Source: an optimization exercise on an open RTL-to-GDS flow (aim: small area, a short achievable clock period and few clock cycles per item). Production flows keep margins and buffers that such runs may drop. Where RTL was checked, it was by simulation tests only, not by an equivalence proof against the original. For runs 4 to 6, only the layout was checked, not whether the RTL still works. Power and IR drop assume default switching activity.

[flow/design.v]
package mfs_pkg;
    localparam int QUEUE_DEPTH = 16;
    localparam int CNT_W       = $clog2(QUEUE_DEPTH + 1);
    localparam int REQ_W       = 2;
    localparam int SRC_W       = 16;
    localparam int MSG_W       = 32;
    localparam int PRI_W       = 8;
    localparam int OCC_W       = 5;
    localparam int ENT_W       = SRC_W + MSG_W + PRI_W;
    localparam logic [REQ_W-1:0] REQ_ENQUEUE = 2'd0;
    localparam logic [REQ_W-1:0] REQ_DEQUEUE = 2'd1;
    localparam logic [REQ_W-1:0] REQ_SEARCH  = 2'd2;
    localparam logic [REQ_W-1:0] REQ_CLEAR   = 2'd3;
endpackage
module mfs_store (
    input  logic                                  i_clk,
    input  logic                                  i_shift,
    input  logic [mfs_pkg::ENT_W-1:0]             i_wr_entry,
    input  logic [mfs_pkg::MSG_W-1:0]             i_key,
    output logic [mfs_pkg::QUEUE_DEPTH-1:0]       o_hit,
    output logic [mfs_pkg::QUEUE_DEPTH*mfs_pkg::ENT_W-1:0] o_slots
);
    logic [mfs_pkg::ENT_W-1:0] r_mem [0:mfs_pkg::QUEUE_DEPTH-1];
    always_ff @(posedge i_clk) begin
        if (i_shift) begin
            r_mem[0] <= i_wr_entry;
            for (int i = 1; i < mfs_pkg::QUEUE_DEPTH; i++)
                r_mem[i] <= r_mem[i-1];
        end
    end
    always_comb begin
        for (int i = 0; i < mfs_pkg::QUEUE_DEPTH; i++) begin
            o_slots[i*mfs_pkg::ENT_W +: mfs_pkg::ENT_W] = r_mem[i];
            o_hit[i]  = (r_mem[i][mfs_pkg::PRI_W +: mfs_pkg::MSG_W] == i_key);
        end
    end
endmodule
module mfs_ctrl (
    input  logic [mfs_pkg::QUEUE_DEPTH-1:0]       i_pick,
    input  logic [mfs_pkg::QUEUE_DEPTH/4-1:0]     i_grp,
    input  logic [mfs_pkg::QUEUE_DEPTH*mfs_pkg::ENT_W-1:0] i_slots,
    output logic                                  o_found,
    output logic [mfs_pkg::ENT_W-1:0]             o_entry
);
    localparam int G = mfs_pkg::QUEUE_DEPTH / 4;
    logic [G-1:0]              gsel;
    logic [mfs_pkg::ENT_W-1:0] gval [0:G-1];
    always_comb begin
        for (int g = 0; g < G; g++) begin
            gsel[g] = i_grp[g];
            for (int h = g + 1; h < G; h++)
                gsel[g] = gsel[g] & !i_grp[h];
            gval[g] = '0;
            for (int k = 0; k < 4; k++)
                gval[g] = gval[g] | ({mfs_pkg::ENT_W{i_pick[4*g+k]}}
                                     & i_slots[(4*g+k)*mfs_pkg::ENT_W +: mfs_pkg::ENT_W]);
        end
        o_found = |i_grp;
        o_entry = '0;
        for (int g = 0; g < G; g++)
            o_entry = o_entry | ({mfs_pkg::ENT_W{gsel[g]}} & gval[g]);
    end
endmodule
module message_fifo_with_search_unit (
    input  logic       i_clk,
    input  logic       i_rst_n,
    input  logic                             i_req_valid,
    output logic                             o_req_ready,
    input  logic        [mfs_pkg::REQ_W-1:0] i_req_type,
    input  logic        [mfs_pkg::SRC_W-1:0] i_req_source,
    input  logic signed [mfs_pkg::MSG_W-1:0] i_req_message,
    input  logic        [mfs_pkg::PRI_W-1:0] i_req_priority,
    output logic                             o_rsp_valid,
    input  logic                             i_rsp_ready,
    output logic                             o_rsp_ok,
    output logic        [mfs_pkg::SRC_W-1:0] o_rsp_source,
    output logic signed [mfs_pkg::MSG_W-1:0] o_rsp_message,
    output logic        [mfs_pkg::PRI_W-1:0] o_rsp_priority,
    output logic        [mfs_pkg::OCC_W-1:0] o_rsp_occupancy
);
    localparam int D = mfs_pkg::QUEUE_DEPTH;
    localparam int G = D / 4;
    logic [D-1:0]               r_valid;     
    logic                       r_b_valid;
    logic                       r_b_ok;      
    logic [D-1:0]               r_b_pick;    
    logic [G-1:0]               r_b_grp;     
    logic                       r_out_valid;
    logic                       r_both;      
    logic                       r_out_ok;
    logic [mfs_pkg::ENT_W-1:0]  r_out_entry;
    logic [mfs_pkg::OCC_W-1:0]  r_out_occ;
    logic                       accept;
    logic                       full;
    logic                       empty;
    logic                       is_enq, is_deq, is_srch, is_clr;
    logic                       shift;
    logic [D-1:0]               hit;
    logic [D-1:0]               front;
    logic [D-1:0]               cand;
    logic [D-1:0]               lfirst;
    logic [G-1:0]               gany;
    logic [D*mfs_pkg::ENT_W-1:0] slots;
    logic                       found;
    logic [mfs_pkg::ENT_W-1:0]  entry;
    logic                       b_move;
    logic                       n_b_valid;
    logic                       n_out_valid;
    logic [mfs_pkg::OCC_W-1:0]  occ;
    assign full    = r_valid[D-1];
    assign empty   = !r_valid[0];
    assign is_enq  = (i_req_type == mfs_pkg::REQ_ENQUEUE);
    assign is_deq  = (i_req_type == mfs_pkg::REQ_DEQUEUE);
    assign is_srch = (i_req_type == mfs_pkg::REQ_SEARCH);
    assign is_clr  = (i_req_type == mfs_pkg::REQ_CLEAR);
    assign b_move      = !r_out_valid || i_rsp_ready;
    assign o_req_ready = !r_both || i_rsp_ready;
    assign accept      = i_req_valid && o_req_ready;
    assign shift       = accept && is_enq && !full;
    assign front = r_valid & ~{1'b0, r_valid[D-1:1]};
    always_comb begin
        occ = '0;
        for (int i = 0; i < D; i++)
            if (front[i])
                occ = occ | mfs_pkg::OCC_W'(i + 1);
    end
    mfs_store u_store (
        .i_clk      (i_clk),
        .i_shift    (shift),
        .i_wr_entry ({i_req_source, i_req_message, i_req_priority}),
        .i_key      (i_req_message),
        .o_hit      (hit),
        .o_slots    (slots)
    );
    always_comb begin
        cand = is_deq ? front : (is_srch ? (hit & r_valid) : '0);
        for (int g = 0; g < G; g++) begin
            gany[g] = |cand[4*g +: 4];
            lfirst[4*g+3] = cand[4*g+3];
            lfirst[4*g+2] = cand[4*g+2] & !cand[4*g+3];
            lfirst[4*g+1] = cand[4*g+1] & !cand[4*g+2] & !cand[4*g+3];
            lfirst[4*g+0] = cand[4*g+0] & !cand[4*g+1] & !cand[4*g+2] & !cand[4*g+3];
        end
    end
    mfs_ctrl u_pick (
        .i_pick  (r_b_pick),
        .i_grp   (r_b_grp),
        .i_slots (slots),
        .o_found (found),
        .o_entry (entry)
    );
    always_ff @(posedge i_clk) begin
        if (!i_rst_n) begin
            r_valid <= '0;
        end else if (accept) begin
            if (is_enq && !full)
                r_valid <= {r_valid[D-2:0], 1'b1};
            else if (is_deq && !empty)
                r_valid <= {1'b0, r_valid[D-1:1]};
            else if (is_clr)
                r_valid <= '0;
        end
    end
    always_comb begin
        n_b_valid = r_b_valid;
        if (accept)
            n_b_valid = 1'b1;
        else if (b_move)
            n_b_valid = 1'b0;
        n_out_valid = r_out_valid;
        if (r_b_valid && b_move)
            n_out_valid = 1'b1;
        else if (i_rsp_ready)
            n_out_valid = 1'b0;
    end
    always_ff @(posedge i_clk) begin
        if (!i_rst_n) begin
            r_b_valid   <= 1'b0;
            r_out_valid <= 1'b0;
            r_both      <= 1'b0;
        end else begin
            r_b_valid   <= n_b_valid;
            r_out_valid <= n_out_valid;
            r_both      <= n_b_valid && n_out_valid;
        end
    end
    always_ff @(posedge i_clk) begin
        if (accept) begin
            r_b_ok   <= (is_enq && !full) || is_clr;
            r_b_pick <= lfirst;
            r_b_grp  <= gany;
        end
    end
    always_ff @(posedge i_clk) begin
        if (r_b_valid && b_move) begin
            r_out_ok    <= r_b_ok || found;
            r_out_entry <= entry;
            r_out_occ   <= occ;
        end
    end
    assign o_rsp_valid     = r_out_valid;
    assign o_rsp_ok        = r_out_ok;
    assign o_rsp_source    = r_out_entry[mfs_pkg::PRI_W + mfs_pkg::MSG_W +: mfs_pkg::SRC_W];
    assign o_rsp_message   = r_out_entry[mfs_pkg::PRI_W +: mfs_pkg::MSG_W];
    assign o_rsp_priority  = r_out_entry[0 +: mfs_pkg::PRI_W];
    assign o_rsp_occupancy = r_out_occ;
endmodule
[flow/flow/run.sh]
#!/bin/bash
# Layout flow: the standard flow (standard.sh, unchanged synthesis), with
# the input and output port buffers made from sky130_fd_sc_hd__buf_2 cells
# instead of the cell buffer_ports picks by default.
# The ORFS make output goes to standard.log; each step's own log is kept under
# orfs/logs/ by ORFS.
set -euo pipefail
export BUFFER_PORTS_ARGS="-buffer_cell sky130_fd_sc_hd__buf_2"
bash standard.sh > standard.log 2>&1
[flow/standard.sh]
#!/bin/bash
# synth_recipe.tcl (not shown) runs the flow's synth.tcl, then flattens the netlist and writes it again
# the make line also repeats each setting of config.mk as NAME=value (left out here)
make -C /OpenROAD-flow-scripts/flow DESIGN_CONFIG=/design/flow/config.mk WORK_HOME=/design/flow/orfs CLKGATE_MAP_FILE= SYNTH_SCRIPT=/design/flow/synth_recipe.tcl "${@:-finish}"
[flow/config.mk]
export PLATFORM = sky130hd
export DESIGN_NAME = message_fifo_with_search_unit
export DESIGN_NICKNAME = message_fifo_with_search_unit
export VERILOG_FILES = /design/flow/design.v
export SDC_FILE = /design/flow/constraint.sdc
export NUM_CORES = 4
export LEC_CHECK = 0
export CAP_MARGIN = 20
export CORE_MARGIN = 2
export CORE_UTILIZATION = 50
export CTS_BUF_LIST = sky130_fd_sc_hd__clkbuf_8
export CTS_CLUSTER_DIAMETER = 90
export CTS_CLUSTER_SIZE = 14
export SETUP_SLACK_MARGIN = 2.7
export SLEW_MARGIN = 20
[flow/constraint.sdc]
create_clock -name core_clock -period 5.0 [get_ports {i_clk}]
set_input_delay 1.0000 -clock core_clock [delete_from_list [all_inputs] [get_ports {i_clk}]]
set_output_delay 1.0000 -clock core_clock [all_outputs]
set_load 0.01 [all_outputs]
==> results_dict.tcl, run 1 <==
set metrics [dict create \
    status "complete, no violations" \
    async_reset_ff_share_pct 0 \
    max_freq_mhz 420.1 \
    ctsHoldBuffers 0 \
    maxCapViolCount 0 \
    worstPathMaxFanout 6 \
    fin_crit_sh_pct 47.61 \
    crit_end "r_b_pick[0]$_DFFE_PP_" \
    grt_first_pass_wirelength_mm 185.0 \
    synth_largest_area_cell "edfxtp_1" \
    grt_pass1_vias 25170 \
    dp_hpwl_mm 88.15 \
    drv_slew 0 \
    wire_per_inst_um 33.30 \
    synth_most_common_cell "edfxtp_1" \
    yosys_warnings 5 \
    first_pass_iters 8 \
    pin_count 126 \
    ys_ff_latch 998 \
    slew_headroom_pct 28.32 \
    antenna_left 0 \
    yosysSeqAreaShare_pct 70.59 \
    postRouteWirelength_mm 131.5 \
    min-delay-start "u_store.r_mem[7][49]$_DFFE_PP_" \
    peakVddDrop_uv 225.6 \
    leakage_nw 15.11 \
    area_growth_pct 10.05 \
    root_buffer "clkbuf_8" \
    dpl_cell_area_um2 43880 \
    critical_path_class "input port to flip-flop" \
    synth_top_area_share_pct 69.69 \
    die_x_um 294.5 \
    p_total_mw 15.39 \
    grt_max_degree 98 \
    synthCells 2696 \
    worst_slew_pin_slew_ps 1075 \
    period_minus_slack_ps 2380 \
    critPathLaunchType "input port" \
    placementRows 106 \
    ys.flop_type "edfxtp_1" \
    finalInstanceArea_um2 46430 \
    arrival_ps 2900 \
    die_y_um 294.5 \
    die_area_um2 86710 \
    viasPerCell 6.749 \
    grt_usage_pct 29.82 \
    clkTransAtPathRegs_ps 90 \
    place_congestion 0.9869 \
    synthTopCellsByArea "edfxtp_1 (70%), xor2_1 (7.7%), a22oi_1 (4.1%), xnor2_1 (3.0%), a221oi_1 (2.5%)" \
    r2r_slack_ps 2690 \
    min_path_type "flip-flop to flip-flop" \
    netlist_area_um2 42190 \
    yosys-top-cells-count "edfxtp_1 (979), xor2_1 (369), a22oi_1 (233), xnor2_1 (143), a221oi_1 (122)" \
    cts_tree "yes" \
    clkLatencyLatePin_ps 730 \
    grt-ovfl-total 0 \
    cts_sinks 998 \
    num-nets-final 2911 \
    setup_viol 0 \
    rsz0062_at_grt "true" \
    crit_required_ps 5520 \
    power_density_nw_per_um2 331.5 \
    coreArea_um2 83560 \
    rr_startpoint "u_store.r_mem[0][12]$_DFFE_PP_" \
    cts_buffer_depth 3 \
    endpoint_kind "flip-flop" \
    r2r_cells 6 \
    antenna_found_initial 11 \
    start_util_pct 50.49 \
    drt_iter0_drc 4765 \
    numCtsBuffers 81 \
    worst_clock_skew_ps 31.91 \
    port-buffer-count 125 \
    syn_nets 2758 \
    drive_above_1_share_pct 15.17 \
    synth.distinct_cells 45 \
    via_count 26660 \
    htree_levels 3 \
    drc_errors 0 \
    synth_edf_count 979 \
    cp-startpoint "i_req_message[13]" \
    r2r-end "r_b_pick[0]$_DFFE_PP_" \
    syn_avg_cell_area_um2 15.65 \
    final_hold_viol_count 0 \
]
==> critical path: stages <==
cell	delay, ps
buf_4	180
buf_12	170
buf_12	130
xor2_1	180
nor4_2	230
nand4_1	310
nor4_2	330
a31oi_1	90
nor4b_1	290
==> stage by stage <==
step | std cells | util [%] | setup TNS [ps] | setup WS, ps | hold WS (ps)
after floorplan | 2696 | - | -2737280 | -3323 | 426.4
after global placement | 3776 | 52.50 | 0 | 1253 | 429.1
after detailed placement | 3777 | 52.52 | 0 | 1278 | 434.2
after CTS | 3919 | 54.93 | 0 | 2566 | 388.6
after global routing | 3949 | 55.56 | 0 | 2619 | 414.0
final | 3950 | 55.56 | 0 | 2620 | 446.7
==> layout make-up <==
type                            count  area, µm²
Timing Repair Buffer              259       2097
Clock buffer                       81       1115
Fill cell                        6736      37130
Inverter                            4      18.77
Clock inverter                     21      137.6
Sequential cell                   998      29780
Tap cell                         1080       1351
Timing Repair inverter              1      5.005
Multi-Input combinational cell   1504      11920
Antenna cell                        2      5.005
==> where the power goes <==
part           total, mW  internal, mW  leakage, nW  switching (mW)
logic               1.55         0.494         5.25            1.06
clock network       4.22          1.50        0.684            2.72
registers           9.62          9.42         9.18           0.196
==> metal layers <==
metal	track usage (%)	part of all wire, %	vias to the layer above
li1	-	-	11020
met1	44.94	42	13650
met2	42.50	43	1779
met3	6.726	12	210
met4	10.52	3.7	4
met5	0	0.017	-
==> placed cells by master, fill, tap and decap left out, types with 5 or more instances in the layout <==
cell,n
nand4_1,62
inv_1,16
clkbuf_8,81
nor4_4,5
buf_4,111
nand3_1,8
nor3_1,17
xor2_1,369
nor3b_1,10
buf_6,38
nor2b_1,13
dfxtp_1,19
buf_2,90
buf_12,15
a22o_1,117
nor4_1,58
a221oi_2,5
nand2_1,66
nor2_1,21
edfxtp_1,979
a21oi_1,104
a22oi_1,233
nor4_2,34
a221oi_1,117
a21oi_2,12
xnor2_1,143
o221ai_1,55
==> sequential cells by signal, summed over array words and instances, names as in the netlist, 4 cells and up <==
register       flops
r_b_grp            4
u_store.r_mem    896
r_out_occ          5
r_b_pick          16
r_valid           16
r_out_entry       56
==> logic make-up after synthesis <==
kind of cell    synth area share (%)
xor+xnor                       10.63
simple gates                   4.384
buf+inv                        2.385
compound gates                 12.01
flops                          70.59
==> worst min path at each step <==
stage                                     end  slack, ps  cells after the start
6_report       u_store.r_mem[8][49]$_DFFE_PP_        450                      0
2_1_floorplan  u_store.r_mem[5][54]$_DFFE_PP_        430                      0
5_1_grt         u_store.r_mem[0][7]$_DFFE_PP_        410                      1
3_5_place_dp   u_store.r_mem[3][47]$_DFFE_PP_        430                      0
3_3_place_gp   u_store.r_mem[10][0]$_DFFE_PP_        430                      0
4_1_cts         u_store.r_mem[0][2]$_DFFE_PP_        390                      1
==> timing repair <==
item | CTS | global route
gates cloned | 4 | 2
resized for setup | 95 | 60
endpoints found under the setup margin | 988 | 74
buffers inserted | 36 | 27
pin swaps | 12 | 15
endpoints found under the hold margin | 0 | 0
Testbench counts, summed over its fixed seeds: cycles 24,016, items 24,000.
==> run 2: changes to the inputs <==
--- a/flow/config.mk
+++ b/flow/config.mk
@@ -8,5 +8,5 @@
 export CAP_MARGIN = 20
 export CORE_MARGIN = 2
-export CORE_UTILIZATION = 50
+export CORE_UTILIZATION = 30
 export CTS_BUF_LIST = sky130_fd_sc_hd__clkbuf_8
 export CTS_CLUSTER_DIAMETER = 90
==> results_dict.tcl, run 2 <==
set metrics [dict create \
    drive_above_1_share_pct 13.56 \
    synthTopCellsByArea "edfxtp_1 (70%), xor2_1 (7.7%), a22oi_1 (4.1%), xnor2_1 (3.0%), a221oi_1 (2.5%)" \
    fin_cells 4709 \
    final_hold_viol_count 0 \
    crit_required_ps 4000 \
    first_pass_iters 6 \
    top_usage_layer "met2" \
    rr_startpoint "r_b_grp[3]$_DFFE_PP_" \
    final_common_cell "edfxtp_1" \
    antenna_found_initial 8 \
    area_growth_pct 11.63 \
    viasPerCell 5.527 \
    largestRegisters "u_store.r_mem: 896 flops, r_out_entry: 56 flops" \
    endpoint_kind "output port" \
    whs_endpoint "u_store.r_mem[0][47]$_DFFE_PP_" \
    yosys_warnings 5 \
    grt_first_pass_wirelength_mm 185.7 \
    period_minus_slack_ps 2486 \
    synth_most_common_cell "edfxtp_1" \
    cts_sinks 998 \
    peakVddDrop_uv 214.6 \
    holdPathStages 1 \
    wire_per_inst_um 27.93 \
    maxCapViolCount 0 \
    critPathLaunchType "flip-flop" \
    antenna_left 0 \
    dp.cells 4566 \
    async_reset_ff_share_pct 0 \
    via_count 26030 \
    drc_errors 0 \
    worst-path-buf-inv 1 \
    synth_edf_count 979 \
    port-buffer-count 125 \
    setup_viol 0 \
    grt-ovfl-total 0 \
    status "complete, no violations" \
    worstPathMaxFanout 1 \
    cts_buffer_depth 3 \
    worst_slew_pin_slew_ps 914.7 \
    cts_tree "yes" \
    clkTransAtPathRegs_ps 100 \
    start_util_pct 30.23 \
    root_buffer "clkbuf_8" \
    drv_slew 0 \
    numCtsBuffers 81 \
    htree_levels 3 \
    crit_chain "buf_2" \
    slew_headroom_pct 39.02 \
    grt_usage_pct 17.86 \
    use_met3_pct 3.371 \
    num-fill-cells 13570 \
    die_area_um2 143600 \
    layout_common_cells "edfxtp_1 (979), xor2_1 (368), a22oi_1 (233), xnor2_1 (142)" \
    r2r_cells 6 \
    worst_clock_skew_ps 77.12 \
    clkLatencyLatePin_ps 840 \
    arrival_ps 1490 \
    r2r_slack_ps 2650 \
    leakage_nw 14.93 \
    syn_avg_cell_area_um2 15.65 \
    top_register "u_store.r_mem" \
    num-nets-final 2872 \
    power_density_nw_per_um2 326.6 \
    netlist_area_um2 42190 \
    dp_hpwl_mm 90.09 \
    placementRows 137 \
    synth.distinct_cells 45 \
    yosys-top-cells-count "edfxtp_1 (979), xor2_1 (369), a22oi_1 (233), xnor2_1 (143), a221oi_1 (122)" \
    ys.flop_type "edfxtp_1" \
    die_y_um 379.0 \
    synth_largest_area_cell "edfxtp_1" \
    grt_use_met1_pct 25.31 \
    min_path_type "input port to flip-flop" \
    critical_path_class "flip-flop to output port" \
    crit_family "flip-flops" \
    drt_iter0_drc 3803 \
    largest_reg_flops 896 \
    syn_nets 2758 \
    ys_ff_latch 998 \
    grt_max_degree 127 \
    coreArea_um2 139500 \
    yosysSeqAreaShare_pct 70.59 \
    critPathMaxStageDelay_ps 490 \
    grtUsageMet2_pct 26.14 \
    die_x_um 379.0 \
    fin_crit_sh_pct 49.71 \
    grt_pass1_vias 24980 \
    min-delay-start "i_req_source[7]" \
    pin_count 126 \
    postRouteWirelength_mm 131.5 \
    synth_top_area_share_pct 69.69 \
    r2r-end "r_out_entry[17]$_DFFE_PP_" \
    layout.core_utilization_pct 33.75 \
    synthCells 2696 \
    place_congestion 0.9828 \
    rsz0062_at_grt "true" \
    cp_slowest_cell "edfxtp_1" \
    max_freq_mhz 402.3 \
]
-- run 2: cell counts after synthesis --
No cell type changed its count.
-- run 2: power by group --
group | switching [mW] | leakage, nW | internal (mW)
sequential | 0.192 | 9.18 | 9.42
clock | 2.74 | 0.705 | 1.50
combinational | 1.04 | 5.04 | 0.477
total | 3.98 | 14.9 | 11.4
-- run 2: timing repair --
item	CTS	global route
hold buffers	0	0
gates resized for setup	92	48
buffers inserted	19	16
pin swaps	7	13
endpoints found under the setup margin	1013	90
gates cloned	1	1
-- run 2: metrics by stage --
stage	worst slack [ps]	area, µm²	hold WS, ps	total power, mW	setup TNS, ps
2_1_floorplan	-3323	42390	426.4	10.63	-2737280
6_report	2514	47090	384.1	15.38	0
5_1_grt	2432	47090	340.0	15.87	0
4_1_cts	2430	46750	299.7	15.47	0
3_3_place_gp	1500	44930	427.3	11.21	0
3_5_place_dp	1471	44930	433.4	11.22	0
-- run 2: kinds of logic after synthesis --
logic type	synth area share (%)
xor+xnor	10.63
compound gates	12.01
buf+inv	2.385
flops	70.59
simple gates	4.384
-- run 2: routing by layer --
metal	share of wire, %	up-vias	wire length [µm]
met3	8.6	255	11260
met5	0.030	-	39
met1	43	13410	56450
li1	-	10940	-
met2	43	1420	57100
met4	5.1	6	6665
-- run 2: final cells by class --
type                       instances  area, µm²  area share, %
sequential                       998      29780          63.24
multi-input combinational       1501      11810          25.07
tap                             1876       2347          4.984
timing repair buffer             223       1877          3.985
clock buffer                      81       1115          2.367
clock inverter                    24      141.4         0.3002
inverter                           4      18.77        0.03985
timing repair inverter             1      5.005        0.01063
antenna                            1      2.502       0.005314
-- run 2: how the worst max path moves through the flow --
stage | end | start | cells after the start
floorplan | r_valid[15]$_SDFFE_PN0P_ | i_req_type[0] | 4
global placement | r_b_pick[0]$_DFFE_PP_ | i_req_message[1] | 7
detailed placement | r_b_pick[0]$_DFFE_PP_ | i_req_message[1] | 7
CTS | o_rsp_occupancy[0] | r_out_occ[0]$_SDFFCE_PP1P_ | 1
global route | o_rsp_occupancy[0] | r_out_occ[0]$_SDFFCE_PP1P_ | 1
finish | o_rsp_occupancy[0] | r_out_occ[0]$_SDFFCE_PP1P_ | 1
==> run 3: changes to the inputs <==
--- a/flow/config.mk
+++ b/flow/config.mk
@@ -8,5 +8,5 @@
 export CAP_MARGIN = 20
 export CORE_MARGIN = 2
-export CORE_UTILIZATION = 30
+export CORE_UTILIZATION = 40
 export CTS_BUF_LIST = sky130_fd_sc_hd__clkbuf_8
 export CTS_CLUSTER_DIAMETER = 90
==> results_dict.tcl, run 3 <==
set metrics [dict create \
    status "complete, no violations" \
    critPathLaunchType "flip-flop" \
    place_congestion 0.9694 \
    dr_wl_met3_mm 14.11 \
    cts_tree "yes" \
    top_layer "met5" \
    holdPathStages 0 \
    drc_errors 0 \
    synthCells 2696 \
    grt-ovfl-total 0 \
    synth_edf_count 979 \
    critical_path_class "flip-flop to flip-flop" \
    async_reset_ff_share_pct 0 \
    drt_iter0_drc 4032 \
    viasPerCell 6.250 \
    rsz0062_at_grt "true" \
    synth.distinct_cells 45 \
    clkLatencyLatePin_ps 760 \
    largest_reg_flops 896 \
    clkTransAtPathRegs_ps 110 \
    synth_top_area_share_pct 69.69 \
    leakage_nw 15.06 \
    largestRegisters "u_store.r_mem: 896 flops, r_out_entry: 56 flops" \
    via_count 26530 \
    area_growth_pct 11.02 \
    fin_crit_sh_pct 46.88 \
    postRouteWirelength_mm 133.5 \
    slew_headroom_pct 31.03 \
    num-fill-cells 9199 \
    placementRows 119 \
    fin_cells 4244 \
    first_pass_iters 5 \
    finalSetupTns_ps 0 \
    coreArea_um2 105000 \
    endpoint_kind "flip-flop" \
    numCtsBuffers 82 \
    grt_pass1_vias 25300 \
    drv_slew 0 \
    worstPathMaxFanout 56 \
    final_common_cell "edfxtp_1" \
    period_minus_slack_ps 2344 \
    syn_avg_cell_area_um2 15.65 \
    power_density_nw_per_um2 331.1 \
    worst_slew_pin_slew_ps 1034 \
    syn_nets 2758 \
    peakVddDrop_uv 174.6 \
    root_buffer "clkbuf_8" \
    die_x_um 328.8 \
    r2r_cells 5 \
    ys.flop_type "edfxtp_1" \
    htree_levels 3 \
    ys_ff_latch 998 \
    synth_largest_area_cell "edfxtp_1" \
    synth_most_common_cell "edfxtp_1" \
    dp.cells 4097 \
    max_freq_mhz 426.6 \
    antenna_found_initial 8 \
    fin_hold_ws_ps 443.2 \
    worst_clock_skew_ps 54.64 \
    layout.core_utilization_pct 44.62 \
    cts_buffer_depth 3 \
    setup_viol 0 \
    grt_usage_pct 23.93 \
    arrival_ps 2760 \
    maxCapViolCount 0 \
    num-nets-final 2891 \
    wl_met2_mm 58.28 \
    yosys_warnings 5 \
    layout_common_cells "edfxtp_1 (979), xor2_1 (369), a22oi_1 (231), xnor2_1 (143), a221oi_1 (118)" \
    r2r_slack_ps 2660 \
    ctsHoldBuffers 0 \
    dp_hpwl_mm 90.52 \
    multi_input_area_um2 12000 \
    yosys-top-cells-count "edfxtp_1 (979), xor2_1 (369), a22oi_1 (233), xnor2_1 (143), a221oi_1 (122)" \
    antenna_left 0 \
    start_util_pct 40.19 \
    dp_slack_ps 1292 \
    grt_max_degree 111 \
    netlist_area_um2 42190 \
    final_hold_viol_count 0 \
    crit_required_ps 5410 \
    die_area_um2 108100 \
    port-buffer-count 125 \
    drive_above_1_share_pct 15.08 \
    wire_per_inst_um 31.46 \
    pin_count 126 \
    regArea_um2 29780 \
    synthTopCellsByArea "edfxtp_1 (70%), xor2_1 (7.7%), a22oi_1 (4.1%), xnor2_1 (3.0%), a221oi_1 (2.5%)" \
    yosysSeqAreaShare_pct 70.59 \
    top_register "u_store.r_mem" \
    met1_length_mm 56.02 \
    min_path_type "flip-flop to flip-flop" \
    setup_ws_ps 2656 \
    grt_first_pass_wirelength_mm 187.2 \
    cts_sinks 998 \
    die_y_um 328.8 \
]
-- run 3: cell count changes in the layout (fill, tap and decap cells not counted), sizes merged --
cell      change
buf          +17
inv           -3
nand2b        +2
bufinv        +1
clkbuf        +1
clkinvlp      +1
nand2         +1
-- run 3: report_power, final --
group / switching, mW / internal [mW] / leakage [nW] / total [mW]
clock: 2.74 / 1.60 / 0.723 / 4.34
combinational: 1.06 / 0.490 / 5.15 / 1.55
sequential: 0.198 / 9.42 / 9.18 / 9.62
total: 4.00 / 11.5 / 15.1 / 15.5
-- run 3: layout make-up --
class / instances / share of cell area, %
clock inverters: 23 / 0.3259
inverters: 4 / 0.04007
repair buffers: 238 / 4.237
diodes: 1 / 0.005343
repair inverters: 1 / 0.01069
multi-input cells: 1504 / 25.61
well taps: 1391 / 3.716
flip-flops and latches: 998 / 63.58
clock buffers: 84 / 2.468
-- run 3: metal layers --
metal | track usage (%) | vias to the layer above
met5 | 0 | -
met2 | 34.89 | 1565
li1 | - | 10980
met3 | 5.216 | 229
met1 | 34.92 | 13740
met4 | 9.043 | 10
-- run 3: cell families (layout without fill, tap and decap cells) --
family,Yosys count,count (layout),synth area share (%)
flip-flops,998,998,70.59
AO/OA/AOI/OAI,663,663,12.01
XOR/XNOR,512,512,10.63
AND/OR/NAND/NOR,325,329,4.384
buffers and inverters,198,350,2.385
other,0,1,0
-- run 3: worst paths after layout --
kind                                       start                        endpoint
setup / recovery           r_b_pick[9]$_DFFE_PP_       r_out_entry[39]$_DFFE_PP_
hold / removal    u_store.r_mem[1][55]$_DFFE_PP_  u_store.r_mem[2][55]$_DFFE_PP_
setup reg to reg           r_b_pick[9]$_DFFE_PP_       r_out_entry[39]$_DFFE_PP_
hold reg to reg   u_store.r_mem[1][55]$_DFFE_PP_  u_store.r_mem[2][55]$_DFFE_PP_
-- run 3: timing repair --
action,CTS,global route
cloned,2,3
gates resized for setup,91,76
pin swaps,10,27
setup endpoints to repair,1017,109
setup buffers,20,14
-- run 3: critical path: stages (launching register included) --
cell	delay, ps
edfxtp_1	380
buf_4	410
a22oi_1	270
a21oi_1	90
a21oi_1	460
o221ai_2	370
-- run 3: metrics by stage --
stage               instance area [µm²]  power [mW]
floorplan                         42390       10.63
global placement                  44420       11.21
detailed placement                44440       11.22
CTS                               46310       15.55
global route                      46840       15.98
finish                            46840       15.51
==> run 4: changes to the inputs <==
--- a/flow/design.v
+++ b/flow/design.v
@@ -44,11 +44,7 @@
 );
     localparam int G = mfs_pkg::QUEUE_DEPTH / 4;
-    logic [G-1:0]              gsel;
     logic [mfs_pkg::ENT_W-1:0] gval [0:G-1];
     always_comb begin
         for (int g = 0; g < G; g++) begin
-            gsel[g] = i_grp[g];
-            for (int h = g + 1; h < G; h++)
-                gsel[g] = gsel[g] & !i_grp[h];
             gval[g] = '0;
             for (int k = 0; k < 4; k++)
@@ -59,5 +55,5 @@
         o_entry = '0;
         for (int g = 0; g < G; g++)
-            o_entry = o_entry | ({mfs_pkg::ENT_W{gsel[g]}} & gval[g]);
+            o_entry = o_entry | ({mfs_pkg::ENT_W{i_grp[g]}} & gval[g]);
     end
 endmodule
@@ -101,4 +97,5 @@
     logic [D-1:0]               lfirst;
     logic [G-1:0]               gany;
+    logic [G-1:0]               gsel;
     logic [D*mfs_pkg::ENT_W-1:0] slots;
     logic                       found;
@@ -142,4 +139,9 @@
             lfirst[4*g+0] = cand[4*g+0] & !cand[4*g+1] & !cand[4*g+2] & !cand[4*g+3];
         end
+        for (int g = 0; g < G; g++) begin
+            gsel[g] = gany[g];
+            for (int h = g + 1; h < G; h++)
+                gsel[g] = gsel[g] & !gany[h];
+        end
     end
     mfs_ctrl u_pick (
@@ -189,5 +191,5 @@
             r_b_ok   <= (is_enq && !full) || is_clr;
             r_b_pick <= lfirst;
-            r_b_grp  <= gany;
+            r_b_grp  <= gsel;
         end
     end
--- a/flow/config.mk
+++ b/flow/config.mk
@@ -9,7 +9,6 @@
 export CORE_MARGIN = 2
 export CORE_UTILIZATION = 40
-export CTS_BUF_LIST = sky130_fd_sc_hd__clkbuf_8
-export CTS_CLUSTER_DIAMETER = 90
-export CTS_CLUSTER_SIZE = 14
+export CTS_CLUSTER_DIAMETER = 120
+export CTS_CLUSTER_SIZE = 24
 export SETUP_SLACK_MARGIN = 2.7
 export SLEW_MARGIN = 20
==> results_dict.tcl, run 4 <==
set metrics [dict create \
    numCtsBuffers 47 \
    leakage_nw 16.34 \
    die_area_um2 108600 \
    critPathMaxStageDelay_ps 350 \
    power_density_nw_per_um2 325.5 \
    netlist_area_um2 42390 \
    maxCapViolCount 0 \
    worst-path-buf-inv 5 \
    min_path_type "flip-flop to flip-flop" \
    die_y_um 329.5 \
    synth_top_area_share_pct 69.35 \
    via_count 27580 \
    final_hold_viol_count 0 \
    worst_clock_skew_ps 28.61 \
    seqPwrFrac_pct 61.2 \
    viasPerCell 6.230 \
    p_int_mw 11.75 \
    pin_count 126 \
    htree_levels 2 \
    num-fill-cells 9117 \
    period_minus_slack_ps 2595 \
    syn_avg_cell_area_um2 14.85 \
    area_growth_pct 14.16 \
    synthCells 2855 \
    yosys-top-cells-count "edfxtp_1 (979), a22oi_1 (569), xor2_1 (342), nand2_1 (290), xnor2_1 (170)" \
    worst_slew_pin_slew_ps 1111 \
    peakVddDrop_uv 327.2 \
    grt-ovfl-total 0 \
    synth_most_common_cell "edfxtp_1" \
    die_x_um 329.5 \
    first_pass_iters 7 \
    fin_hold_ws_ps 452.8 \
    drive_above_1_share_pct 16.21 \
    grt_pass1_vias 26140 \
    ys_ff_latch 998 \
    dp_hpwl_mm 97.91 \
    largest_reg_flops 896 \
    whs_endpoint "u_store.r_mem[15][6]$_DFFE_PP_" \
    holdPathStages 0 \
    slew_headroom_pct 25.94 \
    antenna_found_initial 1 \
    critPathLaunchType "input port" \
    postRouteWirelength_mm 143.4 \
    n_antenna_cell 0 \
    async_reset_ff_share_pct 0 \
    fin_cells 4427 \
    dpl_cell_area_um2 44730 \
    crit_chain "buf_2 -> nor2b_1 -> buf_6 -> buf_12 -> buf_4 -> nand4_1 -> nor4_2 -> buf_4 -> a22o_1 -> nor3_2 -> a2111oi_4" \
    power_frac_comb_pct 10.9 \
    setup_viol 0 \
    drt_iter0_drc 4356 \
    coreArea_um2 105300 \
    status "complete, no violations" \
    synthTopCellsByArea "edfxtp_1 (69%), a22oi_1 (10%), xor2_1 (7.1%), xnor2_1 (3.5%), nand2_1 (2.6%)" \
    layout_common_cells "edfxtp_1 (979), a22oi_1 (562), xor2_1 (323), nand2_1 (288), xnor2_1 (156)" \
    grt_usage_pct 25.61 \
    synth.distinct_cells 41 \
    worstPathMaxFanout 6 \
    r2r_cells 7 \
    port-buffer-count 125 \
    drc_errors 0 \
    fin_crit_sh_pct 51.90 \
    num-nets-final 3089 \
    r2r_slack_ps 2430 \
    top_register "u_store.r_mem" \
    grt_first_pass_wirelength_mm 199.3 \
    clkTransAtPathRegs_ps 110 \
    place_congestion 1.012 \
    arrival_ps 3090 \
    finalSetupTns_ps 0 \
    placementRows 119 \
    synth_largest_area_cell "edfxtp_1" \
    layout.core_utilization_pct 45.97 \
    clkLatencyLatePin_ps 680 \
    finalInstanceArea_um2 48390 \
    rsz0062_at_grt "true" \
    yosys_warnings 5 \
    cts_sinks 998 \
    cts_tree "yes" \
    yosysSeqAreaShare_pct 70.25 \
    switching_share_pct 25.39 \
    wire_per_inst_um 32.40 \
    critical_path_class "input port to flip-flop" \
    p_total_mw 15.75 \
    antenna_left 0 \
    rr_startpoint "u_store.r_mem[10][18]$_DFFE_PP_" \
    max_freq_mhz 385.3 \
    p_switching_mw 3.999 \
    cp_slowest_cell "nor4_2" \
    synth_edf_count 979 \
    setup_ws_ps 2405 \
    syn_nets 2917 \
    root_buffer "clkbuf_16" \
    ctsHoldBuffers 0 \
    r2r-end "r_b_grp[0]$_DFFE_PP_" \
    ys.flop_type "edfxtp_1" \
    min-delay-start "u_store.r_mem[14][6]$_DFFE_PP_" \
    largestRegisters "u_store.r_mem: 896 flops, r_out_entry: 56 flops" \
    crit_required_ps 5490 \
    cts_buffer_depth 3 \
    grt_max_degree 116 \
    drv_slew 0 \
    worst_path_most_repeated_cell "buf_4" \
    power_frac_clock_pct 27.9 \
    endpoint_kind "flip-flop" \
    dp_slack_ps 811.3 \
    dp.cells 4262 \
    start_util_pct 40.27 \
    final_common_cell "edfxtp_1" \
    crit_family "buffers and inverters" \
]
run 4: cell types whose count changed in the layout (fill, tap and decap cells not counted), sizes merged, moves of 10 or more:
cell / previous run / this run
buf: 235 / 312
a22oi: 233 / 569
inv: 22 / 4
o211a: 0 / 12
nand4: 62 / 72
xor2: 369 / 342
a221o: 2 / 12
a221oi: 122 / 0
a22o: 117 / 3
nand2: 70 / 290
a21oi: 117 / 5
clkbuf: 87 / 57
o221ai: 56 / 0
xnor2: 143 / 170
run 4: logic make-up after synthesis:
kind of cell,share of synthesized area (%)
xor+xnor,10.58
compound gates,10.99
simple gates,6.139
buf+inv,2.040
flops,70.25
run 4: power groups by stage:
stage	logic, mW	clock network (mW)	registers (mW)
finish	1.72	4.40	9.63
global route	1.79	4.72	9.65
CTS	1.64	4.49	9.63
detailed placement	1.47	0	9.83
global placement	1.46	0	9.82
floorplan	0.858	0	9.80
run 4: metal layers:
layer / wire length [µm] / up-vias / track usage, %
met1: 57700 / 14150 / 36.57
met5: 16 / - / 0
met2: 63520 / 1797 / 38.35
met3: 15170 / 288 / 5.064
li1: - / 11340 / -
met4: 7009 / 2 / 10.52
run 4: timing repair:
item | CTS | global route
pin swaps | 47 | 30
cloned | 2 | 3
setup endpoints to repair | 987 | 40
setup buffers | 68 | 34
gates resized for setup | 223 | 59
run 4: worst max-delay path by stage:
stage,start,end,slack [ps],cells after the start
after floorplan,i_req_type[0],r_valid[15]$_SDFFE_PN0P_,-3320,4
after global placement,i_req_message[25],r_b_grp[0]$_DFFE_PP_,840,9
after detailed placement,i_req_message[25],r_b_grp[0]$_DFFE_PP_,810,9
after CTS,i_req_message[19],r_b_grp[0]$_DFFE_PP_,2380,10
after global routing,i_req_type[1],r_b_grp[0]$_DFFE_PP_,2390,9
final,i_req_type[1],r_b_grp[0]$_DFFE_PP_,2400,11
run 4: cell type report:
| type | instances | area [µm²] | area share (%) |
|---|---|---|---|
| Timing Repair inverter | 1 | 5.005 | 0.01034 |
| Sequential cell | 998 | 29780 | 61.54 |
| Tap cell | 1391 | 1740 | 3.597 |
| Timing Repair Buffer | 315 | 2885 | 5.962 |
| Clock inverter | 3 | 61.31 | 0.1267 |
| Inverter | 3 | 15.01 | 0.03103 |
| Clock buffer | 55 | 1227 | 2.536 |
| Multi-Input combinational cell | 1661 | 12680 | 26.20 |
==> run 5: changes to the inputs <==
--- a/flow/design.v
+++ b/flow/design.v
@@ -44,16 +44,19 @@
 );
     localparam int G = mfs_pkg::QUEUE_DEPTH / 4;
-    logic [mfs_pkg::ENT_W-1:0] gval [0:G-1];
+    logic [G-1:0]                    gsel;
+    logic [mfs_pkg::QUEUE_DEPTH-1:0] sel;
     always_comb begin
         for (int g = 0; g < G; g++) begin
-            gval[g] = '0;
-            for (int k = 0; k < 4; k++)
-                gval[g] = gval[g] | ({mfs_pkg::ENT_W{i_pick[4*g+k]}}
-                                     & i_slots[(4*g+k)*mfs_pkg::ENT_W +: mfs_pkg::ENT_W]);
-        end
+            gsel[g] = i_grp[g];
+            for (int h = g + 1; h < G; h++)
+                gsel[g] = gsel[g] & !i_grp[h];
+        end
+        for (int i = 0; i < mfs_pkg::QUEUE_DEPTH; i++)
+            sel[i] = i_pick[i] & gsel[i/4];
         o_found = |i_grp;
         o_entry = '0;
-        for (int g = 0; g < G; g++)
-            o_entry = o_entry | ({mfs_pkg::ENT_W{i_grp[g]}} & gval[g]);
+        for (int i = 0; i < mfs_pkg::QUEUE_DEPTH; i++)
+            o_entry = o_entry | ({mfs_pkg::ENT_W{sel[i]}}
+                                 & i_slots[i*mfs_pkg::ENT_W +: mfs_pkg::ENT_W]);
     end
 endmodule
@@ -97,5 +100,4 @@
     logic [D-1:0]               lfirst;
     logic [G-1:0]               gany;
-    logic [G-1:0]               gsel;
     logic [D*mfs_pkg::ENT_W-1:0] slots;
     logic                       found;
@@ -139,9 +141,4 @@
             lfirst[4*g+0] = cand[4*g+0] & !cand[4*g+1] & !cand[4*g+2] & !cand[4*g+3];
         end
-        for (int g = 0; g < G; g++) begin
-            gsel[g] = gany[g];
-            for (int h = g + 1; h < G; h++)
-                gsel[g] = gsel[g] & !gany[h];
-        end
     end
     mfs_ctrl u_pick (
@@ -191,5 +188,5 @@
             r_b_ok   <= (is_enq && !full) || is_clr;
             r_b_pick <= lfirst;
-            r_b_grp  <= gsel;
+            r_b_grp  <= gany;
         end
     end
--- a/flow/config.mk
+++ b/flow/config.mk
@@ -9,6 +9,7 @@
 export CORE_MARGIN = 2
 export CORE_UTILIZATION = 40
-export CTS_CLUSTER_DIAMETER = 120
-export CTS_CLUSTER_SIZE = 24
+export CTS_BUF_LIST = sky130_fd_sc_hd__clkbuf_8
+export CTS_CLUSTER_DIAMETER = 90
+export CTS_CLUSTER_SIZE = 14
 export SETUP_SLACK_MARGIN = 2.7
 export SLEW_MARGIN = 20
==> results_dict.tcl, run 5 <==
set metrics [dict create \
    synth_largest_area_cell "edfxtp_1" \
    root_buffer "clkbuf_8" \
    power_frac_clock_pct 27.3 \
    largestRegisters "u_store.r_mem: 896 flops, r_out_entry: 56 flops" \
    synthCells 2629 \
    worst_path_most_repeated_cell "buf_6" \
    drc_errors 0 \
    pin_count 126 \
    die_y_um 327.0 \
    async_reset_ff_share_pct 0 \
    synth_top_area_share_pct 70.44 \
    synthTopCellsByArea "edfxtp_1 (70%), xor2_1 (7.7%), a22oi_1 (4.2%), xnor2_1 (3.0%), a22o_1 (2.5%)" \
    dp_hpwl_mm 88.39 \
    crit_chain "buf_6 -> buf_4 -> buf_6 -> buf_6 -> nor2_4 -> and3_4 -> buf_12 -> buf_4 -> nand2_1 -> nand4_1 -> a211oi_2 -> nand3_1" \
    whs_endpoint "u_store.r_mem[0][5]$_DFFE_PP_" \
    placementRows 118 \
    area_growth_pct 20.65 \
    min-delay-start "i_req_priority[5]" \
    layout_common_cells "edfxtp_1 (979), xor2_1 (349), a22oi_1 (176), xnor2_1 (136), buf_4 (136)" \
    drive_above_1_share_pct 27.33 \
    drt_iter0_drc 3734 \
    coreArea_um2 103500 \
    switching_share_pct 25.80 \
    yosysSeqAreaShare_pct 71.36 \
    largest_reg_flops 896 \
    clkLatencyLatePin_ps 770 \
    netlist_area_um2 41730 \
    status "complete, no violations" \
    grt_usage_pct 26.11 \
    yosys_warnings 4 \
    htree_levels 3 \
    yosys-top-cells-count "edfxtp_1 (979), xor2_1 (368), a22oi_1 (233), xnor2_1 (143), nand4_1 (118)" \
    p_int_mw 11.58 \
    cts_tree "yes" \
    clkTransAtPathRegs_ps 110 \
    syn_avg_cell_area_um2 15.87 \
    syn_nets 2691 \
    grt-ovfl-total 0 \
    cts_buffer_depth 3 \
    leakage_nw 16.27 \
    slew_headroom_pct 10.85 \
    grt_pass1_vias 25650 \
    antenna_found_initial 6 \
    start_util_pct 40.32 \
    power_frac_comb_pct 10.9 \
    first_pass_iters 6 \
    crit_required_ps 5600 \
    period_minus_slack_ps 2684 \
    rsz0062_at_grt "true" \
    top_register "u_store.r_mem" \
    worst_slew_pin_slew_ps 1327 \
    die_x_um 327.0 \
    critPathMaxStageDelay_ps 440 \
    r2r_cells 12 \
    power_density_nw_per_um2 310.1 \
    p_switching_mw 4.028 \
    cp-startpoint "r_b_grp[3]$_DFFE_PP_" \
    viasPerCell 6.233 \
    antenna_left 0 \
    worst_clock_skew_ps 55.78 \
    finalInstanceArea_um2 50350 \
    critPathLaunchType "flip-flop" \
    endpoint_kind "flip-flop" \
    r2r-end "r_out_entry[9]$_DFFE_PP_" \
    peakVddDrop_uv 218.4 \
    grt_max_degree 158 \
    die_area_um2 106900 \
    worstPathMaxFanout 8 \
    p_total_mw 15.61 \
    rr_startpoint "r_b_grp[3]$_DFFE_PP_" \
    numCtsBuffers 81 \
    seqPwrFrac_pct 61.8 \
    maxCapViolCount 0 \
    place_congestion 1.026 \
    wire_per_inst_um 33.66 \
    arrival_ps 3290 \
    setup_ws_ps 2316 \
    dp_slack_ps 1026 \
    dpl_cell_area_um2 43900 \
    max_freq_mhz 372.6 \
    min_path_type "input port to flip-flop" \
    synth.distinct_cells 46 \
    final_common_cell "edfxtp_1" \
    setup_viol 0 \
    critical_path_class "flip-flop to flip-flop" \
    port-buffer-count 125 \
    grt_first_pass_wirelength_mm 198.5 \
    crit_family "simple AND/OR/NAND/NOR gates" \
    ys.flop_type "edfxtp_1" \
    holdPathStages 1 \
    postRouteWirelength_mm 145.9 \
    synth_most_common_cell "edfxtp_1" \
    drv_slew 0 \
    r2r_slack_ps 2320 \
    layout.core_utilization_pct 48.65 \
    worst-path-buf-inv 6 \
    ys_ff_latch 998 \
    cts_sinks 998 \
    via_count 27010 \
    final_hold_viol_count 0 \
    cp.depth 12 \
    cp_slowest_cell "edfxtp_1" \
    num-nets-final 3002 \
    synth_edf_count 979 \
    fin_crit_sh_pct 53.68 \
]
-- run 5: cell count changes after synthesis, sizes merged, moves of 12 or more --
cell / change
nand3: +60
clkbuf: -25
a221oi: +66
xor2: +27
nand2: -224
o211a: -12
a22o: +114
a211oi: +56
nand4: +46
a22oi: -336
xnor2: -27
-- run 5: how the worst max path moves through the flow --
stage / to / slack [ps]
floorplan: r_valid[15]$_SDFFE_PN0P_ / -3320
global placement: r_b_pick[0]$_DFFE_PP_ / 710
detailed placement: r_b_pick[4]$_DFFE_PP_ / 1030
CTS: r_out_entry[16]$_DFFE_PP_ / 2350
global route: r_out_entry[16]$_DFFE_PP_ / 2310
finish: r_out_entry[9]$_DFFE_PP_ / 2320
-- run 5: through the flow --
step	std cells	hold slack, ps	setup TNS [ps]
3_3_place_gp	4025	433.4	0
6_report	4334	427.5	0
4_1_cts	4264	377.6	0
3_5_place_dp	4025	432.5	0
5_1_grt	4334	412.6	0
2_1_floorplan	2629	426.2	-2737280
-- run 5: cells by family after synthesis --
kind of cell / Yosys count / synth area share [%]
xor gates and xnor gates: 512 / 10.76
and+or+nand+nor: 450 / 6.194
DFF: 998 / 71.36
buffers and inverters: 174 / 2.231
AOI/OAI and AO/OA: 495 / 9.456
-- run 5: per-layer routing --
layer | up-vias | track usage [%] | share of wire (%)
li1 | 11010 | - | -
met1 | 13980 | 36.28 | 40
met2 | 1721 | 39.08 | 45
met3 | 308 | 5.008 | 9.5
met4 | 2 | 13.54 | 5.8
met5 | - | 0 | 0.0089
-- run 5: timing repair --
item                                    in CTS  in global routing
endpoints found under the setup margin    1014                286
pin swaps                                  136                133
hold buffers                                 0                  0
gates resized for setup                    361                192
buffers inserted                           108                 60
cloned                                      35                  9
-- run 5: final cells by class --
cell class	count	area (µm²)
antenna	1	2.502
clock buffer	84	1156
clock inverter	12	75.07
fill	8677	53140
inverter	4	18.77
multi-input combinational	1476	13370
sequential	998	29780
tap	1380	1727
timing repair buffer	379	4220
-- run 5: worst register-to-register path, stage by stage (launching register included) --
cell and delay [ps]:
edfxtp_1 440, buf_6 160, buf_4 130, buf_6 100, buf_6 120, nor2_4 340, and3_4 300, buf_12 150
buf_4 180, nand2_1 140, nand4_1 230, a211oi_2 100, nand3_1 130
-- run 5: power by group through the flow --
| stage | sequential (mW) | clock, mW | combinational [mW] |
|---|---|---|---|
| 4_1_cts | 9.63 | 4.34 | 1.57 |
| 3_5_place_dp | 9.80 | 0 | 1.28 |
| 3_3_place_gp | 9.78 | 0 | 1.28 |
| 6_report | 9.65 | 4.26 | 1.70 |
| 2_1_floorplan | 9.81 | 0 | 0.733 |
| 5_1_grt | 9.67 | 4.61 | 1.76 |
==> run 6: changes to the inputs <==
--- a/flow/design.v
+++ b/flow/design.v
@@ -44,6 +44,7 @@
 );
     localparam int G = mfs_pkg::QUEUE_DEPTH / 4;
-    logic [G-1:0]                    gsel;
-    logic [mfs_pkg::QUEUE_DEPTH-1:0] sel;
+    logic [G-1:0]              gsel;
+    logic [mfs_pkg::QUEUE_DEPTH-1:0] lfirst;
+    logic [mfs_pkg::ENT_W-1:0] gval [0:G-1];
     always_comb begin
         for (int g = 0; g < G; g++) begin
@@ -51,12 +52,17 @@
             for (int h = g + 1; h < G; h++)
                 gsel[g] = gsel[g] & !i_grp[h];
-        end
-        for (int i = 0; i < mfs_pkg::QUEUE_DEPTH; i++)
-            sel[i] = i_pick[i] & gsel[i/4];
+            lfirst[4*g+3] = i_pick[4*g+3];
+            lfirst[4*g+2] = i_pick[4*g+2] & !i_pick[4*g+3];
+            lfirst[4*g+1] = i_pick[4*g+1] & !i_pick[4*g+2] & !i_pick[4*g+3];
+            lfirst[4*g+0] = i_pick[4*g+0] & !i_pick[4*g+1] & !i_pick[4*g+2] & !i_pick[4*g+3];
+            gval[g] = '0;
+            for (int k = 0; k < 4; k++)
+                gval[g] = gval[g] | ({mfs_pkg::ENT_W{lfirst[4*g+k]}}
+                                     & i_slots[(4*g+k)*mfs_pkg::ENT_W +: mfs_pkg::ENT_W]);
+        end
         o_found = |i_grp;
         o_entry = '0;
-        for (int i = 0; i < mfs_pkg::QUEUE_DEPTH; i++)
-            o_entry = o_entry | ({mfs_pkg::ENT_W{sel[i]}}
-                                 & i_slots[i*mfs_pkg::ENT_W +: mfs_pkg::ENT_W]);
+        for (int g = 0; g < G; g++)
+            o_entry = o_entry | ({mfs_pkg::ENT_W{gsel[g]}} & gval[g]);
     end
 endmodule
@@ -98,5 +104,4 @@
     logic [D-1:0]               front;
     logic [D-1:0]               cand;
-    logic [D-1:0]               lfirst;
     logic [G-1:0]               gany;
     logic [D*mfs_pkg::ENT_W-1:0] slots;
@@ -136,8 +141,4 @@
         for (int g = 0; g < G; g++) begin
             gany[g] = |cand[4*g +: 4];
-            lfirst[4*g+3] = cand[4*g+3];
-            lfirst[4*g+2] = cand[4*g+2] & !cand[4*g+3];
-            lfirst[4*g+1] = cand[4*g+1] & !cand[4*g+2] & !cand[4*g+3];
-            lfirst[4*g+0] = cand[4*g+0] & !cand[4*g+1] & !cand[4*g+2] & !cand[4*g+3];
         end
     end
@@ -187,5 +188,5 @@
         if (accept) begin
             r_b_ok   <= (is_enq && !full) || is_clr;
-            r_b_pick <= lfirst;
+            r_b_pick <= cand;
             r_b_grp  <= gany;
         end
==> results_dict.tcl, run 6 <==
set metrics [dict create \
    period_minus_slack_ps 2471 \
    cts_buffer_depth 3 \
    fin_hold_ws_ps 434.9 \
    yosys_warnings 5 \
    num-nets-final 2997 \
    finalSetupTns_ps 0 \
    die_area_um2 109600 \
    wl_met2_mm 61.61 \
    top_layer "met5" \
    die_y_um 331.1 \
    endpoint_kind "output port" \
    arrival_ps 1470 \
    crit_family "flip-flops" \
    antenna_left 0 \
    crit_required_ps 4000 \
    min_path_type "flip-flop to flip-flop" \
    synthCells 2816 \
    numCtsBuffers 82 \
    die_x_um 331.1 \
    syn_avg_cell_area_um2 15.19 \
    grt_max_degree 157 \
    maxCapViolCount 0 \
    power_density_nw_per_um2 319.5 \
    worstPathMaxFanout 1 \
    root_buffer "clkbuf_8" \
    drc_errors 0 \
    cp_slowest_cell "edfxtp_1" \
    placementRows 119 \
    viasPerCell 6.218 \
    fin_crit_sh_pct 49.43 \
    layout.core_utilization_pct 46.10 \
    clkLatencyLatePin_ps 770 \
    worst-path-buf-inv 1 \
    rsz0062_at_grt "true" \
    antenna_found_initial 8 \
    coreArea_um2 105700 \
    ys.flop_type "edfxtp_1" \
    grt-ovfl-total 0 \
    ctsHoldBuffers 0 \
    critical_path_class "flip-flop to output port" \
    status "complete, no violations" \
    p_total_mw 15.57 \
    cts_sinks 998 \
    critPathLaunchType "flip-flop" \
    first_pass_iters 6 \
    ys_ff_latch 998 \
    critPathMaxStageDelay_ps 530 \
    start_util_pct 40.47 \
    via_count 27060 \
    num-fill-cells 9118 \
    yosys-top-cells-count "edfxtp_1 (979), xor2_1 (368), a22oi_1 (324), xnor2_1 (142), clkbuf_1 (130)" \
    wire_per_inst_um 31.18 \
    netlist_area_um2 42790 \
    grt_first_pass_wirelength_mm 186.0 \
    grt_pass1_vias 25900 \
    met1_length_mm 55.16 \
    worst_clock_skew_ps 60.11 \
    dp_hpwl_mm 89.11 \
    grt_usage_pct 23.41 \
    syn_nets 2878 \
    drive_above_1_share_pct 18.50 \
    postRouteWirelength_mm 135.7 \
    place_congestion 0.9775 \
    drt_iter0_drc 3776 \
    synth.distinct_cells 46 \
    final_common_cell "edfxtp_1" \
    synth_most_common_cell "edfxtp_1" \
    leakage_nw 15.37 \
    setup_ws_ps 2529 \
    slew_headroom_pct 31.75 \
    largestRegisters "u_store.r_mem: 896 flops, r_out_entry: 56 flops" \
    area_growth_pct 13.90 \
    synth_top_area_share_pct 68.71 \
    pin_count 126 \
    synthTopCellsByArea "edfxtp_1 (69%), xor2_1 (7.5%), a22oi_1 (5.7%), xnor2_1 (2.9%), a221oi_1 (2.5%)" \
    synth_largest_area_cell "edfxtp_1" \
    clkTransAtPathRegs_ps 100 \
    async_reset_ff_share_pct 0 \
    drv_slew 0 \
    peakVddDrop_uv 163.8 \
    layout_common_cells "edfxtp_1 (979), xor2_1 (368), a22oi_1 (301), xnor2_1 (142), nor2_1 (108)" \
    worst_slew_pin_slew_ps 1022 \
    synth_edf_count 979 \
    dp_slack_ps 1579 \
    top_register "u_store.r_mem" \
    largest_reg_flops 896 \
    yosysSeqAreaShare_pct 69.60 \
    cts_tree "yes" \
    dr_wl_met3_mm 12.13 \
    max_freq_mhz 404.6 \
    setup_viol 0 \
    crit_chain "buf_2" \
    final_hold_viol_count 0 \
    port-buffer-count 125 \
    htree_levels 3 \
]
## run 6: cell types whose count changed after synthesis, sizes merged, moves of 50 or more
cell / change
o21ai: +113
a22o: -95
a22oi: +91
nor2: +91
nand3: -50
a221oi: +58
a211oi: -56
nand4: -59
o22ai: +51
clkbuf: +62
## run 6: kinds of logic after synthesis
group	after synthesis	share of synthesized area, %
DFF	998	69.60
AOI/OAI and AO/OA	705	12.30
xor gates and xnor gates	512	10.52
and+or+nand+nor	384	4.939
buffers and inverters	217	2.646
## run 6: path summary, 6_finish.rpt
path	startpoint	end	slack, ps	cells past startpoint
setup / recovery	r_out_occ[0]$_SDFFCE_PP1P_	o_rsp_occupancy[0]	2530	1
hold / removal	u_store.r_mem[9][5]$_DFFE_PP_	u_store.r_mem[10][5]$_DFFE_PP_	430	0
setup reg to reg	r_b_pick[2]$_DFFE_PP_	r_out_entry[37]$_DFFE_PP_	2620	7
hold reg to reg	u_store.r_mem[9][5]$_DFFE_PP_	u_store.r_mem[10][5]$_DFFE_PP_	430	0
## run 6: through the flow
step / instances / instance area, µm²
final: 4352 / 48730
after global routing: 4351 / 48730
after CTS: 4308 / 47130
after detailed placement: 4166 / 44660
after global placement: 4166 / 44660
after floorplan: 2816 / 43260
## run 6: where the power goes
part	internal, mW	leakage, nW	switching [mW]	total [mW]
clock	1.58	0.710	2.70	4.28
sequential	9.42	9.19	0.214	9.63
combinational	0.571	5.47	1.09	1.66
## run 6: final cells by class
class | instances | area, µm² | area share [%]
flip-flops and latches | 998 | 29780 | 61.11
multi-input cells | 1605 | 13440 | 27.59
repair buffers | 247 | 2460 | 5.048
well taps | 1391 | 1740 | 3.571
clock buffers | 87 | 1197 | 2.457
clock inverters | 19 | 92.59 | 0.1900
diodes | 4 | 10.01 | 0.02054
inverters | 1 | 7.507 | 0.01541
## run 6: what timing repair did
item,in CTS,in global routing
endpoints found under the setup margin,1000,367
buffers inserted,28,24
resized for setup,142,195
cloned,8,16
pin swaps,10,31
hold endpoints to repair,0,0
## run 6: metal layers
layer,vias to the layer above,GRT usage [%]
met2,1642,35.02
li1,11390,-
met3,282,3.667
met1,13740,33.66
met4,6,10.68
met5,-,0

re-timing with driven ports:
No port has a modelled driver above. Below, the same layouts with a new extraction and two added sets of constraints. Step 1 (the two cells are an assumption about what drives the block):
set clk [get_ports {i_clk}]
set_driving_cell -lib_cell sky130_fd_sc_hd__clkbuf_16 $clk
set_driving_cell -lib_cell sky130_fd_sc_hd__buf_2 [delete_from_list [all_inputs] $clk]
Step 2 moves the port delays by t, midway between the first and last clock arrival at a register: inputs arrive t later, outputs are due t later. That takes back most of the time a late clock gives input paths. a / b / c = ideal ports / drivers / drivers and shift; a / b = the first two.
| run | shift t [ns] | setup WS [ns] | slew at the worst register clock pin (ns) | worst slew at a driven data input, ns |
|---|---|---|---|---|
| run 1 | 0.786 | 2.620 / 2.594 / 1.878 | 0.12 / 0.12 | 0.06 |
| run 2 | 0.876 | 2.514 / 2.436 / 1.826 | 0.11 / 0.11 | 0.10 |
| run 3 | 0.797 | 2.656 / 2.615 / 1.880 | 0.11 / 0.11 | 0.10 |
| run 4 | 0.729 | 2.405 / 2.403 / 1.674 | 0.11 / 0.11 | 0.19 |
| run 5 | 0.807 | 2.316 / 2.316 / 1.690 | 0.12 / 0.12 | 0.09 |
| run 6 | 0.794 | 2.529 / 2.467 / 1.902 | 0.11 / 0.11 | 0.13 |
After both steps setup and hold are still met in every run listed. The setup slack of run 3, which loses most, moves by -0.041 ns with the drivers and by -0.776 ns with both steps.
